Background: an optimization exercise with open tools, aiming at a short achievable clock period and few clock cycles per item. Do not read the settings as production practice.
Function was checked by simulation only, so behaviour that the tests miss may differ from the original.
Power is estimated from default activity; no workload was simulated.

==> inputs of v34 <==
==> flow/design.v <==
package isaPkg;
    typedef enum logic [2:0] {
        ADD = 3'b000,
        NEG = 3'b001,
        OR  = 3'b010,
        NOT = 3'b011,
        MOV = 3'b100,
        LDI = 3'b111
    } aluFn;
    typedef enum logic [3:0] {
        NONE   = 4'b0000,
        ALWAYS = 4'b0001,
        C      = 4'b0010,
        NC     = 4'b0011,
        Z      = 4'b0100,
        NZ     = 4'b0101,
        V      = 4'b0110,
        NV     = 4'b0111,
        S      = 4'b1000,
        NS     = 4'b1001,
        HALT   = 4'b1111
    } condCode;
    typedef struct packed {
        condCode                cond;
        aluFn                   fn;
        logic [3-1:0] dst;
        logic [3-1:0] srcA;
        logic [3-1:0] srcB;
    } aluWord;
    typedef struct packed {
        condCode     cond;
        logic [11:0] offset;
    } branchWord;
    typedef union packed {
        aluWord    alu;
        branchWord br;
    } instrWord;
endpackage
package corePkg;
    typedef enum logic [1:0] {
        IDLE   = 2'b00,
        FETCH  = 2'b01,
        DECODE = 2'b10,
        EXEC   = 2'b11
    } seqState;
    typedef struct packed {
        logic c;
        logic z;
        logic v;
        logic s;
    } aluFlags;
endpackage
`timescale 1ns/1ps
module progRam (
    input  logic                    clk,
    input  logic                    loadValid,
    input  logic [7-1:0] loadAddr,
    input  logic [16-1:0]  loadData,
    input  logic [7-1:0] fetchAddr,
    output logic [16-1:0]  fetchData,
    output logic                    fetchPred,
    output logic [7-1:0] fetchTgt
);
    logic [16-1:0] mem [128];
    logic                    pred [128];
    logic [7-1:0] tgt [128];
    logic [7-1:0] ldTgt;
    logic                    ldPred;
    logic                    ldValid;
    logic [7-1:0] ldAddr;
    logic [16-1:0]  ldData;
    always_ff @(posedge clk)
    begin
        ldValid <= loadValid;
        ldAddr <= loadAddr;
        ldData <= loadData;
        if (ldValid)
        begin
            mem[ldAddr] <= ldData;
            pred[ldAddr] <= ldPred;
            tgt[ldAddr] <= ldTgt;
        end
    end
    assign ldTgt  = ldAddr + 7'd1 + ldData[6:0];
    assign ldPred = (ldData[15:12] == 4'h1)
                 || (ldData[15:12] >= 4'h2 && ldData[15:12] <= 4'h9 && ldTgt <= ldAddr);
    assign fetchData = mem[fetchAddr];
    assign fetchPred = pred[fetchAddr];
    assign fetchTgt  = tgt[fetchAddr];
endmodule
`timescale 1ns/1ps
module regBank (
    input  logic                   clk,
    input  logic                   rstN,
    input  logic                   wrEn,
    input  logic [3-1:0] wrIdx,
    input  logic [16-1:0] wrData,
    input  logic [2*8-1:0] rdSel,
    output logic [2*16-1:0] rdData
);
    logic [16-1:0] regs [8];
    always_ff @(posedge clk)
    begin
        for (int i = 0; i < 8; i++)
        begin
            if (!rstN)
                regs[i] <= '0;
            else if (wrEn && wrIdx == i)
                regs[i] <= wrData;
        end
    end
    always_comb
    begin
        rdData = '0;
        for (int p = 0; p < 2; p++)
            for (int i = 0; i < 8; i++)
                rdData[p * 16 +: 16] = rdData[p * 16 +: 16]
                    | ({16{rdSel[p * 8 + i]}} & regs[i]);
    end
endmodule
`timescale 1ns/1ps
module aluUnit (
    input  logic [5:0]             fnOh,
    input  logic [5:0]             imm,
    input  logic [16-1:0] rdA,
    input  logic [16-1:0] rdB,
    output logic [16-1:0] aluResult,
    output corePkg::aluFlags       addFlags
);
    localparam int Msb = 16 - 1;
    logic [16:0] sum;
    logic [15:0] gen [5];
    logic [15:0] prop [5];
    assign gen[0]  = rdA & rdB;
    assign prop[0] = rdA ^ rdB;
    for (genvar k = 0; k < 4; k++)
    begin : gLvl
        for (genvar i = 0; i < 16; i++)
        begin : gBit
            if (i >= (1 << k))
            begin : gComb
                assign gen[k + 1][i]  = gen[k][i] | (prop[k][i] & gen[k][i - (1 << k)]);
                assign prop[k + 1][i] = prop[k][i] & prop[k][i - (1 << k)];
            end
            else
            begin : gPass
                assign gen[k + 1][i]  = gen[k][i];
                assign prop[k + 1][i] = prop[k][i];
            end
        end
    end
    assign sum = {gen[4][15], prop[0] ^ {gen[4][14:0], 1'b0}};
    assign aluResult = ({16{fnOh[0]}} & sum[Msb:0])
                     | ({16{fnOh[1]}} & (-rdB))
                     | ({16{fnOh[2]}} & (rdA | rdB))
                     | ({16{fnOh[3]}} & ~rdB)
                     | ({16{fnOh[4]}} & rdB)
                     | ({16{fnOh[5]}} & {{(16 - 6){imm[5]}}, imm});
    assign addFlags.c = sum[16];
    assign addFlags.z = ((rdA ^ rdB) == {(rdA[Msb-1:0] | rdB[Msb-1:0]), 1'b0});
    assign addFlags.v = (rdA[Msb] == rdB[Msb]) && (sum[Msb] != rdA[Msb]);
    assign addFlags.s = sum[Msb];
endmodule
`timescale 1ns/1ps
module branchUnit (
    input  isaPkg::instrWord        instr,
    input  logic [7-1:0] pc,
    input  corePkg::aluFlags        flags,
    output logic                    taken,
    output logic [7-1:0] target
);
    logic [16-1:0] offsetExt;
    logic [16-1:0] sum;
    always_comb
    begin
        case (instr.br.cond)
            isaPkg::ALWAYS: taken = 1'b1;
            isaPkg::C:      taken = flags.c;
            isaPkg::NC:     taken = !flags.c;
            isaPkg::Z:      taken = flags.z;
            isaPkg::NZ:     taken = !flags.z;
            isaPkg::V:      taken = flags.v;
            isaPkg::NV:     taken = !flags.v;
            isaPkg::S:      taken = flags.s;
            isaPkg::NS:     taken = !flags.s;
            default:        taken = 1'b0;
        endcase
    end
    assign offsetExt = {{(16 - 12){instr.br.offset[11]}}, instr.br.offset};
    assign sum = 16'(pc) + 16'(1) + offsetExt;
    assign target = sum[7-1:0];
endmodule
`timescale 1ns/1ps
module cpuSequencer;
endmodule
`timescale 1ns/1ps
module cpuTop (
    input  logic                    clk,
    input  logic                    rstN,
    input  logic                    loadValid,
    input  logic [7-1:0] loadAddr,
    input  logic [16-1:0]  loadData,
    input  logic                    start,
    output logic                    wbValid,
    output logic [3-1:0]  wbReg,
    output logic [16-1:0]  wbData,
    output logic                    halted
);
    logic                    run;
    logic [7-1:0] fpc;
    logic [16-1:0]  fetchData;
    logic [16-1:0]  ir;
    logic                    irValid;
    logic [7-1:0] irPc;
    logic [7:0]              irSelA;
    logic [7:0]              irSelB;
    corePkg::aluFlags        flags;
    logic                    isW;
    logic                    isHalt;
    logic                    taken;
    logic                    fetchPred;
    logic [7-1:0] fetchTgt;
    logic                    irPred;
    logic                    mispred;
    logic [7-1:0] target;
    logic                    doWrite;
    logic [5:0]              fnOh;
    logic [16-1:0]  rdA;
    logic [16-1:0]  rdB;
    logic [16-1:0]  result;
    corePkg::aluFlags        addFlags;
    progRam prog (.clk, .loadValid, .loadAddr, .loadData, .fetchAddr(fpc), .fetchData,
                  .fetchPred, .fetchTgt);
    assign mispred = irValid && (taken != irPred);
    assign isW    = (ir[15:12] == 4'h0) && (ir[11:9] != 3'b101) && (ir[11:9] != 3'b110);
    assign isHalt = (ir[15:12] == 4'hf);
    assign fnOh   = {ir[11:9] == 3'b111, ir[11:9] == 3'b100, ir[11:9] == 3'b011,
                     ir[11:9] == 3'b010, ir[11:9] == 3'b001, ir[11:9] == 3'b000};
    assign target = irPc + 7'd1 + ir[6:0];
    branchUnit branch (.instr(ir), .pc(irPc), .flags, .taken, .target());
    assign doWrite = run && irValid && isW;
    regBank regs (.clk, .rstN, .wrEn(doWrite), .wrIdx(ir[8:6]), .wrData(result),
                  .rdSel({irSelB, irSelA}), .rdData({rdB, rdA}));
    aluUnit alu (.fnOh, .imm(ir[5:0]), .rdA, .rdB, .aluResult(result), .addFlags);
    always_ff @(posedge clk)
    begin
        if (!rstN)
            flags <= '0;
        else if (doWrite && fnOh[0])
            flags <= addFlags;
    end
    always_ff @(posedge clk)
    begin
        if (!rstN)
        begin
            run <= 1'b0;
            halted <= 1'b0;
            wbValid <= 1'b0;
            irValid <= 1'b0;
        end
        else
        begin
            wbValid <= doWrite;
            if (start)
            begin
                run <= 1'b1;
                halted <= 1'b0;
                irValid <= 1'b0;
            end
            else if (run)
            begin
                if (irValid && isHalt)
                begin
                    run <= 1'b0;
                    halted <= 1'b1;
                    irValid <= 1'b0;
                end
                else if (mispred)
                    irValid <= 1'b0;
                else
                    irValid <= 1'b1;
            end
        end
    end
    always_ff @(posedge clk)
    begin
        if (start)
            fpc <= '0;
        else if (mispred)
            fpc <= taken ? target : irPc + 7'd1;
        else
            fpc <= fetchPred ? fetchTgt : fpc + 7'd1;
        irPred <= fetchPred;
        ir <= fetchData;
        for (int k = 0; k < 8; k++)
        begin
            irSelA[k] <= (fetchData[5:3] == k);
            irSelB[k] <= (fetchData[2:0] == k);
        end
        irPc <= fpc;
        wbReg <= ir[8:6];
        wbData <= result;
    end
endmodule
==> flow/run.sh <==
#!/bin/bash
# synth_recipe.tcl (not shown) runs the flow's synth.tcl, then flattens the netlist and writes it again
# the make line also repeats each setting of config.mk as NAME=value (left out here)
make -C /OpenROAD-flow-scripts/flow DESIGN_CONFIG=/design/flow/config.mk WORK_HOME=/design/flow/orfs CLKGATE_MAP_FILE= SYNTH_SCRIPT=/design/flow/synth_recipe.tcl finish
==> flow/config.mk <==
export PLATFORM = sky130hd
export DESIGN_NAME = cpuTop
export DESIGN_NICKNAME = cpuTop
export VERILOG_FILES = /design/flow/design.v
export SDC_FILE = /design/flow/constraint.sdc
export NUM_CORES = 4
export LEC_CHECK = 0
export CAP_MARGIN = 20
export CORE_MARGIN = 2
export CORE_UTILIZATION = 40
export SETUP_SLACK_MARGIN = 3.0
export SLEW_MARGIN = 20
==> flow/constraint.sdc <==
create_clock -name core_clock -period 6.5 [get_ports {clk}]
set_input_delay 1.3000 -clock core_clock [delete_from_list [all_inputs] [get_ports {clk}]]
set_output_delay 1.3000 -clock core_clock [all_outputs]
set_load 0.01 [all_outputs]
==> inputs of v21, as changes to v34 <==
==> flow/design.v, changed modules only <==
module progRam (
    input  logic                    clk,
    input  logic                    loadValid,
    input  logic [7-1:0] loadAddr,
    input  logic [16-1:0]  loadData,
    input  logic [7-1:0] fetchAddr,
    output logic [16-1:0]  fetchData
);
    logic [16-1:0] mem [128];
    always_ff @(posedge clk)
    begin
        if (loadValid)
        begin
            mem[loadAddr] <= loadData;
        end
    end
    assign fetchData = mem[fetchAddr];
endmodule
module regBank (
    input  logic                   clk,
    input  logic                   rstN,
    input  logic                   wrEn,
    input  logic [3-1:0] wrIdx,
    input  logic [16-1:0] wrData,
    input  logic [3-1:0] rdIdxA,
    input  logic [3-1:0] rdIdxB,
    output logic [16-1:0] rdA,
    output logic [16-1:0] rdB
);
    logic [16-1:0]  regs [8];
    logic [8-1:0] wrSel;
    assign wrSel = wrEn ? (8'(1) << wrIdx) : '0;
    always_ff @(posedge clk)
    begin
        for (int i = 0; i < 8; i++)
        begin
            if (!rstN)
                regs[i] <= '0;
            else if (wrSel[i])
                regs[i] <= wrData;
        end
    end
    assign rdA = regs[rdIdxA];
    assign rdB = regs[rdIdxB];
endmodule
module cpuTop (
    input  logic                    clk,
    input  logic                    rstN,
    input  logic                    loadValid,
    input  logic [7-1:0] loadAddr,
    input  logic [16-1:0]  loadData,
    input  logic                    start,
    output logic                    wbValid,
    output logic [3-1:0]  wbReg,
    output logic [16-1:0]  wbData,
    output logic                    halted
);
    logic                    run;
    logic [7-1:0] fpc;
    logic [16-1:0]  fetchData;
    logic [16-1:0]  ir;
    logic                    irValid;
    logic [7-1:0] irPc;
    corePkg::aluFlags        flags;
    logic                    isW;
    logic                    isHalt;
    logic                    taken;
    logic [7-1:0] target;
    logic                    doWrite;
    logic [5:0]              fnOh;
    logic [16-1:0]  rdA;
    logic [16-1:0]  rdB;
    logic [16-1:0]  result;
    corePkg::aluFlags        addFlags;
    progRam prog (.clk, .loadValid, .loadAddr, .loadData, .fetchAddr(fpc), .fetchData);
    assign isW    = (ir[15:12] == 4'h0) && (ir[11:9] != 3'b101) && (ir[11:9] != 3'b110);
    assign isHalt = (ir[15:12] == 4'hf);
    assign fnOh   = {ir[11:9] == 3'b111, ir[11:9] == 3'b100, ir[11:9] == 3'b011,
                     ir[11:9] == 3'b010, ir[11:9] == 3'b001, ir[11:9] == 3'b000};
    assign target = irPc + 7'd1 + ir[6:0];
    branchUnit branch (.instr(ir), .pc(irPc), .flags, .taken, .target());
    assign doWrite = run && irValid && isW;
    regBank regs (.clk, .rstN, .wrEn(doWrite), .wrIdx(ir[8:6]), .wrData(result),
                  .rdIdxA(ir[5:3]), .rdIdxB(ir[2:0]), .rdA, .rdB);
    aluUnit alu (.fnOh, .imm(ir[5:0]), .rdA, .rdB, .aluResult(result), .addFlags);
    always_ff @(posedge clk)
    begin
        if (!rstN)
            flags <= '0;
        else if (doWrite && fnOh[0])
            flags <= addFlags;
    end
    always_ff @(posedge clk)
    begin
        if (!rstN)
        begin
            run <= 1'b0;
            halted <= 1'b0;
            wbValid <= 1'b0;
            irValid <= 1'b0;
        end
        else
        begin
            wbValid <= doWrite;
            if (start)
            begin
                run <= 1'b1;
                halted <= 1'b0;
                irValid <= 1'b0;
            end
            else if (run)
            begin
                if (irValid && isHalt)
                begin
                    run <= 1'b0;
                    halted <= 1'b1;
                    irValid <= 1'b0;
                end
                else if (irValid && taken)
                    irValid <= 1'b0;
                else
                    irValid <= 1'b1;
            end
        end
    end
    always_ff @(posedge clk)
    begin
        if (start)
            fpc <= '0;
        else if (irValid && taken)
            fpc <= target;
        else
            fpc <= fpc + 1'b1;
        ir <= fetchData;
        irPc <= fpc;
        wbReg <= ir[8:6];
        wbData <= result;
    end
endmodule
SETUP_SLACK_MARGIN = 2.5   (was 3.0)
==> comparison table <==
item                                                                     v34          v21
Storage element area                                             0.09690 mm2  0.06525 mm2
Share of the synthesized area in compound gates (AO/OA/AOI/OAI)      0.03652      0.03410
Startpoint type of the worst setup path                                 flop   input port
Number of vias in the routed layout                                    67380        44170
Sequential group share of total power                                  0.427        0.452
Tap cells                                                               4305         2958
Global-route wire length before repair                              516.3 mm     322.7 mm
Path length in cells of the critical path                                 15            4
Sequential share of the synthesized area                              0.7517       0.7344
Post-CTS Setup Bufs                                                       71           13
Overall routing resource usage                                        0.2238       0.1986
Number of buffers created by CTS                                         342          221
Proportion of cell area spent on the clock network                   0.07094      0.07353
Fin Hold WS                                                         499.5 ps     468.8 ps
Syn_area_per_cell                                                  20.81 um2    20.48 um2
Number of distinct library cells after synthesis                          85           82
Status                                              timing/DRC/antenna clean  timing/DRC/antenna clean
Number of enable-type register cells in the synthesized netlist         3072         2048
Floorplan die width                                                 571.3 um     475.1 um
Period minus WS final                                                3687 ps      4139 ps
Detailed-placement wirelength estimate                              203.8 mm     134.8 mm
Testbench counts of v34, summed over its fixed seeds: cycles 24,564, instrs 21,904.
Testbench counts of v21, summed over its fixed seeds: cycles 26,298, instrs 21,904.

-- static timing again, ports no longer ideal --
No port has a modelled driver above. Below, the same layouts with a new extraction and two added sets of constraints.
Step 1 (the two cells are an assumption about what drives the block):
set clk [get_ports {clk}]
set_driving_cell -lib_cell sky130_fd_sc_hd__clkbuf_16 $clk
set_driving_cell -lib_cell sky130_fd_sc_hd__buf_2 [delete_from_list [all_inputs] $clk]
Step 2 times the ports against the registers' clock, not the clock port: input delays grow and output delays shrink by t, the midpoint of the rising clock arrivals with the driver on.
Three values: no drivers, after step 1, after step 2; two values: the first two.
| run | t (ns) | setup WS [ns] | worst setup path after step 2 | latest minus earliest clock arrival (ns) | worst slew at a driven data input, ns |
|---|---|---|---|---|---|
| v34 | 0.996 | 2.813 / 2.813 / 2.813 | register to register | 0.079 / 0.079 | 0.13 |
| v21 | 0.939 | 2.361 / 2.300 / 1.361 | input to register | 0.078 / 0.078 | 0.15 |
After both steps every run listed still meets setup and hold. The setup slack of v21, which loses most, moves by -0.061 ns with the drivers and by -1.000 ns with both steps.
